This is an optimization exercise on Yosys and OpenROAD, whose aim is a short achievable clock period and few clock cycles, not a production implementation.
In this exercise RTL edits were held to simulation tests only and were not proved equivalent to the original.

==> sierra <==
==> flow/design.v <==
`default_nettype none
package dcache_pkg;
  typedef logic [32-1:0] word_t;
endpackage
`default_nettype wire
`timescale 1ns/100ps
`default_nettype none
module dcache_top (
  input  wire                    CLK,
  input  wire                    nRST,
  input  wire                    dmemREN,
  input  wire                    dmemWEN,
  input  wire dcache_pkg::word_t dmemaddr,
  input  wire dcache_pkg::word_t dmemstore,
  input  wire                    halt,
  output dcache_pkg::word_t      dmemload,
  output logic                   dhit,
  output logic                   flushed,
  output logic                   dREN,
  output logic                   dWEN,
  output dcache_pkg::word_t      daddr,
  output dcache_pkg::word_t      dstore,
  input  wire dcache_pkg::word_t dload,
  input  wire                    dwait
);
  localparam int NS    = 8;
  localparam int TW    = 26;
  localparam int IW    = 3;
  localparam int BW    = TW + IW;         
  logic [NS-1:0]         val0_q, val1_q, dty0_q, dty1_q;
  logic [NS-1:0]         lru_q;           
  logic [NS-1:0][TW-1:0] tag0_q, tag1_q;
  logic [NS-1:0][31:0]   lo0_q, hi0_q, lo1_q, hi1_q;
  logic [1:0]            wbv_q;           
  logic [1:0]            wbh_q;           
  logic [1:0][BW-1:0]    wba_q;
  logic [1:0][31:0]      wblo_q, wbhi_q;
  logic                  dren_q, dwen_q;
  logic [29:0]           daddr_q;         
  logic [31:0]           dstore_q;        
  logic [29:0]           daddr_h;         
  logic [31:0]           dstore_h;        
  logic                  rph_q;           
  logic                  wslot_q;         
  logic                  wword_q;         
  logic                  dhit_q;
  logic                  fq_q;            
  logic [31:0]           other_q;         
  logic                  pushed_q;        
  logic                  flush_q;
  logic                  flushed_q;
  logic                  lk_q;            
  logic                  rs_q;            
  logic [29:0]           a_q;             
  logic [NS-1:0]         qsel_q;          
  logic                  hit_q;
  logic                  hway_q;          
  logic                  st_q;            
  logic [3:0]            hwo_q;           
  logic [31:0]           word_q;          
  logic [31:0]           ld_q;            
  logic                  vway_q;          
  logic                  vdirty_q;        
  logic [1:0]            cm_q;            
  logic [TW-1:0] a_tag;
  logic [IW-1:0] a_idx;
  logic          a_off;
  logic          req;
  logic          look;
  assign a_tag = dmemaddr[31:6];
  assign a_idx = dmemaddr[5:3];
  assign a_off = dmemaddr[2];
  assign req   = dmemREN | dmemWEN;
  assign look  = req && !lk_q;
  logic [NS-1:0] sel, eq0, eq1, vw_s, vd_s;
  logic          hit0, hit1, vway, vdirty;
  logic [31:0]   word0, word1;
  always_comb
  begin
    word0  = '0;
    word1  = '0;
    vway   = 1'b0;
    vdirty = 1'b0;
    for (int s = 0; s < NS; s++)
    begin
      sel[s] = (a_idx == IW'(s));
      eq0[s] = val0_q[s] && (tag0_q[s] == a_tag);
      eq1[s] = val1_q[s] && (tag1_q[s] == a_tag);
      vw_s[s] = !val0_q[s] ? 1'b0 : (!val1_q[s] ? 1'b1 : lru_q[s]);
      vd_s[s] = vw_s[s] ? (val1_q[s] && dty1_q[s]) : (val0_q[s] && dty0_q[s]);
      if (sel[s])
      begin
        word0  = a_off ? hi0_q[s] : lo0_q[s];
        word1  = a_off ? hi1_q[s] : lo1_q[s];
        vway   = vw_s[s];
        vdirty = vd_s[s];
      end
    end
  end
  assign hit0 = |(sel & eq0);
  assign hit1 = |(sel & eq1);
  logic [1:0] cm;
  always_comb
    for (int i = 0; i < 2; i++)
      cm[i] = wbv_q[i] && (wba_q[i] == {a_tag, a_idx});
  logic q_off;
  assign q_off = a_q[0];
  logic       hold;                       
  logic       rd_a_done, fill_done, wr_done;
  logic [1:0] wbv_n, wbh_n;               
  logic       head;
  assign hold      = (dren_q || dwen_q) && dwait;
  assign rd_a_done = dren_q && !rph_q && !dwait;
  assign fill_done = dren_q &&  rph_q && !dwait;
  assign wr_done   = dwen_q && !dwait;
  always_comb
  begin
    wbv_n = wbv_q;
    wbh_n = wbh_q;
    if (wr_done)
    begin
      if (wword_q)
      begin
        wbv_n[wslot_q] = 1'b0;
        wbh_n[wslot_q] = 1'b0;
      end
      else
      begin
        wbh_n[wslot_q] = 1'b1;
      end
    end
  end
  assign head = !wbv_n[0];
  logic start_q, start_l, start;
  assign start_q = lk_q && !hit_q && !rs_q && !hold && !rd_a_done &&
                   !(|(cm_q & wbv_n)) && (!vdirty_q || !(&wbv_n));
  assign start_l = look && !(hit0 || hit1) && !hold &&
                   !(|(cm & wbv_n)) && (!vdirty || !(&wbv_n));
  assign start   = start_q || start_l;
  logic wr_next;
  assign wr_next = !hold && !rd_a_done && !look && !start_q && (|wbv_n);
  logic            fl;
  logic [2*NS-1:0] dl, flsel;
  logic            fl_any;
  logic            fl_push, push;
  logic            free;
  logic [2*NS-1:0] flsel_q;
  logic            flany_q;
  logic            flwait_q;
  assign fl     = flush_q;
  assign dl     = {val1_q & dty1_q, val0_q & dty0_q};
  assign fl_any = flany_q || flwait_q;
  always_comb
  begin
    logic found;
    found = 1'b0;
    for (int i = 0; i < 2 * NS; i++)
    begin
      flsel[i] = dl[i] && !found;
      found    = found || dl[i];
    end
  end
  logic v_push;
  assign v_push  = rs_q && vdirty_q && !pushed_q;
  assign fl_push = fl && flany_q && !flwait_q && !(&wbv_q) && !v_push;
  assign push    = v_push || fl_push;
  assign free    = wbv_q[0];
  logic [BW-1:0] p_addr;
  logic [31:0]   p_lo, p_hi;
  always_comb
  begin
    p_addr = '0;
    p_lo   = '0;
    p_hi   = '0;
    for (int s = 0; s < NS; s++)
    begin
      if (fl_push ? flsel_q[s] : (qsel_q[s] && !vway_q))
      begin
        p_addr = p_addr | {tag0_q[s], IW'(s)};
        p_lo   = p_lo | lo0_q[s];
        p_hi   = p_hi | hi0_q[s];
      end
      if (fl_push ? flsel_q[NS + s] : (qsel_q[s] && vway_q))
      begin
        p_addr = p_addr | {tag1_q[s], IW'(s)};
        p_lo   = p_lo | lo1_q[s];
        p_hi   = p_hi | hi1_q[s];
      end
    end
  end
  assign dREN     = dren_q;
  assign dWEN     = dwen_q;
  assign daddr    = {daddr_q, 2'b00};
  assign dstore   = dstore_q;
  assign dhit     = dhit_q;
  assign dmemload = ld_q;
  assign flushed  = flushed_q;
  always_ff @(posedge CLK, negedge nRST)
  begin
    if (!nRST)
    begin
      wbv_q     <= '0;
      wbh_q     <= '0;
      dren_q    <= 1'b0;
      dwen_q    <= 1'b0;
      rph_q     <= 1'b0;
      wslot_q   <= 1'b0;
      wword_q   <= 1'b0;
      dhit_q    <= 1'b0;
      fq_q      <= 1'b0;
      pushed_q  <= 1'b0;
      flsel_q   <= '0;
      flany_q   <= 1'b0;
      flwait_q  <= 1'b0;
      flush_q   <= 1'b0;
      flushed_q <= 1'b0;
      lk_q      <= 1'b0;
      rs_q      <= 1'b0;
      cm_q      <= '0;
    end
    else
    begin
      wbv_q <= wbv_n;
      wbh_q <= wbh_n;
      if (push)
      begin
        wbv_q[free] <= 1'b1;
        wbh_q[free] <= 1'b0;
      end
      if (!hold)
      begin
        dren_q <= rd_a_done || start;
        dwen_q <= wr_next;
        rph_q  <= rd_a_done;
      end
      if (wr_next)
      begin
        wslot_q <= head;
        wword_q <= wbh_n[head];
      end
      dhit_q <= (look && (hit0 || hit1)) || fill_done;
      fq_q   <= fill_done;
      lk_q   <= dhit ? 1'b0 : (lk_q || req);
      if (dhit)       rs_q <= 1'b0;
      else if (start) rs_q <= 1'b1;
      if (!lk_q) cm_q <= cm;
      if (dhit)        pushed_q <= 1'b0;
      else if (v_push) pushed_q <= 1'b1;
      if (halt) flush_q <= 1'b1;
      flushed_q <= flushed_q || (fl && !fl_any && !push && !hold && (wbv_n == '0));
      flsel_q   <= flsel;
      flany_q   <= |dl;
      flwait_q  <= fl_push;
    end
  end
  logic [29:0] daddr_n;
  logic [31:0] dstore_n;
  logic        idle_n;
  assign idle_n = !rd_a_done && !start_q && !look && !(|wbv_n);
  always_comb
  begin
    if (rd_a_done)
      daddr_n = {daddr_h[29:1], !daddr_h[0]};
    else if (start_q)
      daddr_n = a_q;
    else if (look)
      daddr_n = dmemaddr[31:2];
    else
      daddr_n = {wba_q[head], wbh_n[head]};
    dstore_n = wbh_n[head] ? wbhi_q[head] : wblo_q[head];
  end
  always_ff @(posedge CLK)
  begin
    if (!lk_q)
    begin
      a_q      <= dmemaddr[31:2];
      qsel_q   <= sel;
      hit_q    <= hit0 || hit1;
      hway_q   <= !hit0;
      st_q     <= dmemWEN;
      hwo_q    <= {4{dmemWEN}} & {hit1 && a_off, hit1 && !a_off, hit0 && a_off, hit0 && !a_off};
      vway_q   <= vway;
      vdirty_q <= vdirty;
    end
    if (rd_a_done)
      word_q <= dload;
    if (fill_done)
      other_q <= dload;
    daddr_q  <= hold ? daddr_h : (idle_n ? a_q : daddr_n);
    dstore_q <= hold ? dstore_h : (idle_n ? word_q : dstore_n);
    if (!hold)
    begin
      daddr_h  <= daddr_n;
      dstore_h <= dstore_n;
    end
    ld_q     <= !lk_q ? (hit1 ? word1 : word0) : word_q;
    if (push)
    begin
      wba_q[free]  <= p_addr;
      wblo_q[free] <= p_lo;
      wbhi_q[free] <= p_hi;
    end
  end
  logic hit_done;
  assign hit_done = dhit_q && lk_q && hit_q;
  always_ff @(posedge CLK, negedge nRST)
  begin
    if (!nRST)
    begin
      val0_q <= '0;
      val1_q <= '0;
      dty0_q <= '0;
      dty1_q <= '0;
      lru_q  <= '0;
    end
    else
    begin
      for (int s = 0; s < NS; s++)
      begin
        if (fq_q && qsel_q[s])
        begin
          if (vway_q) begin val1_q[s] <= 1'b1; dty1_q[s] <= st_q; end
          else        begin val0_q[s] <= 1'b1; dty0_q[s] <= st_q; end
          lru_q[s] <= !vway_q;
        end
        else if (hit_done && qsel_q[s])
        begin
          if (st_q)
          begin
            if (hway_q) dty1_q[s] <= 1'b1;
            else        dty0_q[s] <= 1'b1;
          end
          lru_q[s] <= !hway_q;
        end
        if (fl_push && flsel_q[s])      dty0_q[s] <= 1'b0;
        if (fl_push && flsel_q[NS + s]) dty1_q[s] <= 1'b0;
      end
    end
  end
  logic [31:0] fill_lo, fill_hi, wlo, whi;
  assign fill_lo = (st_q && !q_off) ? dmemstore : (q_off ? other_q : word_q);
  assign fill_hi = (st_q &&  q_off) ? dmemstore : (q_off ? word_q : other_q);
  assign wlo     = fq_q ? fill_lo : dmemstore;
  assign whi     = fq_q ? fill_hi : dmemstore;
  logic [1:0] fe;                         
  logic [3:0] he;                         
  assign fe = {fq_q && vway_q, fq_q && !vway_q};
  assign he = {4{lk_q}} & hwo_q;
  always_ff @(posedge CLK)
  begin
    for (int s = 0; s < NS; s++)
    begin
      if (qsel_q[s] && fe[0])           tag0_q[s] <= a_q[29:4];
      if (qsel_q[s] && fe[1])           tag1_q[s] <= a_q[29:4];
      if (qsel_q[s] && (fe[0] || he[0])) lo0_q[s] <= wlo;
      if (qsel_q[s] && (fe[0] || he[1])) hi0_q[s] <= whi;
      if (qsel_q[s] && (fe[1] || he[2])) lo1_q[s] <= wlo;
      if (qsel_q[s] && (fe[1] || he[3])) hi1_q[s] <= whi;
    end
  end
endmodule
`default_nettype wire
==> flow/flow/run.sh <==
#!/bin/bash
# The standard layout (standard.sh, the standard flow's own ORFS run with the standard synthesis), with
# three repair settings changed: the port buffers are buf_8 cells instead of the platform's
# smallest buffer, the timing repair may resize a cell to any footprint, and it aims for a
# setup slack of 6.0 ns. The make and tool output goes to flow_make.log; ORFS keeps each
# step's full log under orfs/logs.
set -euo pipefail
bash standard.sh \
  MATCH_CELL_FOOTPRINT=0 \
  "BUFFER_PORTS_ARGS=-buffer_cell sky130_fd_sc_hd__buf_8" \
  SETUP_SLACK_MARGIN=6.0 \
  finish > flow_make.log 2>&1
==> flow/standard.sh <==
#!/bin/bash
# synth_recipe.tcl (not shown) runs the flow's synth.tcl, then flattens the netlist and writes it again
# the make line also repeats each setting of config.mk as NAME=value (left out here)
make -C /OpenROAD-flow-scripts/flow DESIGN_CONFIG=/design/flow/config.mk WORK_HOME=/design/flow/orfs CLKGATE_MAP_FILE= SYNTH_SCRIPT=/design/flow/synth_recipe.tcl "${@:-finish}"
==> flow/config.mk <==
export PLATFORM = sky130hd
export DESIGN_NAME = dcache_top
export DESIGN_NICKNAME = dcache_top
export VERILOG_FILES = /design/flow/design.v
export SDC_FILE = /design/flow/constraint.sdc
export NUM_CORES = 4
export LEC_CHECK = 0
export ABC_CLOCK_PERIOD_IN_PS = 1000
export CAP_MARGIN = 20
export CORE_MARGIN = 2
export CORE_UTILIZATION = 40
export PLACE_DENSITY = 0.6
export SLEW_MARGIN = 20
==> flow/constraint.sdc <==
create_clock -name core_clock -period 8.5 [get_ports {CLK}]
set_input_delay 1.7000 -clock core_clock [delete_from_list [all_inputs] [get_ports {CLK}]]
set_output_delay 1.7000 -clock core_clock [all_outputs]
set_load 0.01 [all_outputs]
==> ember: changes against sierra <==
--- a/flow/design.v
+++ b/flow/design.v
@@ -59,5 +59,5 @@
   logic [3:0]            hwo_q;           
   logic [31:0]           word_q;          
-  logic [31:0]           ld_q;            
+  logic [31:0]           ld0_q, ld1_q;    
   logic                  vway_q;          
   logic                  vdirty_q;        
@@ -194,5 +194,5 @@
   assign dstore   = dstore_q;
   assign dhit     = dhit_q;
-  assign dmemload = ld_q;
+  assign dmemload = ld0_q | ld1_q;
   assign flushed  = flushed_q;
   always_ff @(posedge CLK, negedge nRST)
@@ -294,5 +294,6 @@
       dstore_h <= dstore_n;
     end
-    ld_q     <= !lk_q ? (hit1 ? word1 : word0) : word_q;
+    ld0_q    <= !lk_q ? (word0 & {32{hit0}}) : word_q;
+    ld1_q    <= !lk_q ? (word1 & {32{hit1}}) : '0;
     if (push)
     begin
==> flow/run.sh (new file) <==
#!/bin/bash
# synth_recipe.tcl (not shown) runs the flow's synth.tcl, then flattens the netlist and writes it again
# the make line also repeats each setting of config.mk as NAME=value (left out here)
make -C /OpenROAD-flow-scripts/flow DESIGN_CONFIG=/design/flow/config.mk WORK_HOME=/design/flow/orfs CLKGATE_MAP_FILE= SYNTH_SCRIPT=/design/flow/synth_recipe.tcl finish
Settings changed: SETUP_SLACK_MARGIN set to 5.0.
removed: flow/flow/run.sh
removed: flow/standard.sh
==> summary.txt <==
Status -> timing/DRC/antenna clean
Worst-Margin Slew -> 1.35 ns
Max-slew headroom -> 9.69%
Routed wl met2 -> 176000 µm
Seq area share -> 49.9%
Met3 Wirelength -> 88500 µm
Top cells by area, synth -> edfxtp_1 (62%), mux2i_1 (7.1%), xnor2_1 (4.5%)
Worst r2r src -> flush_q
Buffers excl. clock -> 959
Vias per cell -> 7.38
GR Layer Usage met1 -> 47.3%
CP Buf/Inv Count -> 5
# the run above: sierra

==> summary.txt <==
Vias per cell -> 6.91
Die X-Extent -> 472 µm
Worst-Margin Slew -> 1.24 ns
Routed wl met2 -> 156000 µm
Crit path DAT -> 4.48 ns
GR Layer Usage met1 -> 43.7%
Buffers excl. clock -> 503
CP Buf/Inv Count -> 4
Worst r2r src -> wbv_q[0]
Status -> timing/DRC/antenna clean
Max-slew headroom -> 17.1%
Seq area share -> 56.6%
# the run above: ember

Testbench counts of sierra, summed over its fixed seeds: cycles 51,568.
Testbench counts of ember, summed over its fixed seeds: cycles 51,568.

[what the ideal ports hide]
The results above use ideal ports. As a check the final layouts listed here were re-extracted and re-timed, cells and wires unchanged.
Step 1 (the two cells are an assumption about what drives the block):
set clk [get_ports {CLK}]
set_driving_cell -lib_cell sky130_fd_sc_hd__clkbuf_16 $clk
set_driving_cell -lib_cell sky130_fd_sc_hd__buf_2 [delete_from_list [all_inputs] $clk]
Step 2 adds t to the input delays and takes it off the output delays; t is the mean of the earliest and latest rising clock arrival at the registers after step 1. Input paths then give back, and output paths get back, about the clock's delay inside the block.
a / b / c = ideal ports / drivers / drivers and shift; a / b = the first two.
| run | t (ns) | slack for setup (ns) | worst slew at a driven data input, ns | cell pins on the clock port's net |
|---|---|---|---|---|
| sierra | 1.003 | 5.272 / 4.914 / 3.910 | 0.61 | 1 |
| ember | 0.958 | 4.778 / 4.774 / 3.816 | 0.12 | 1 |
After both steps every run listed still meets setup and hold. The setup slack of sierra, which loses most, moves by -0.358 ns with the drivers and by -1.362 ns with both steps.
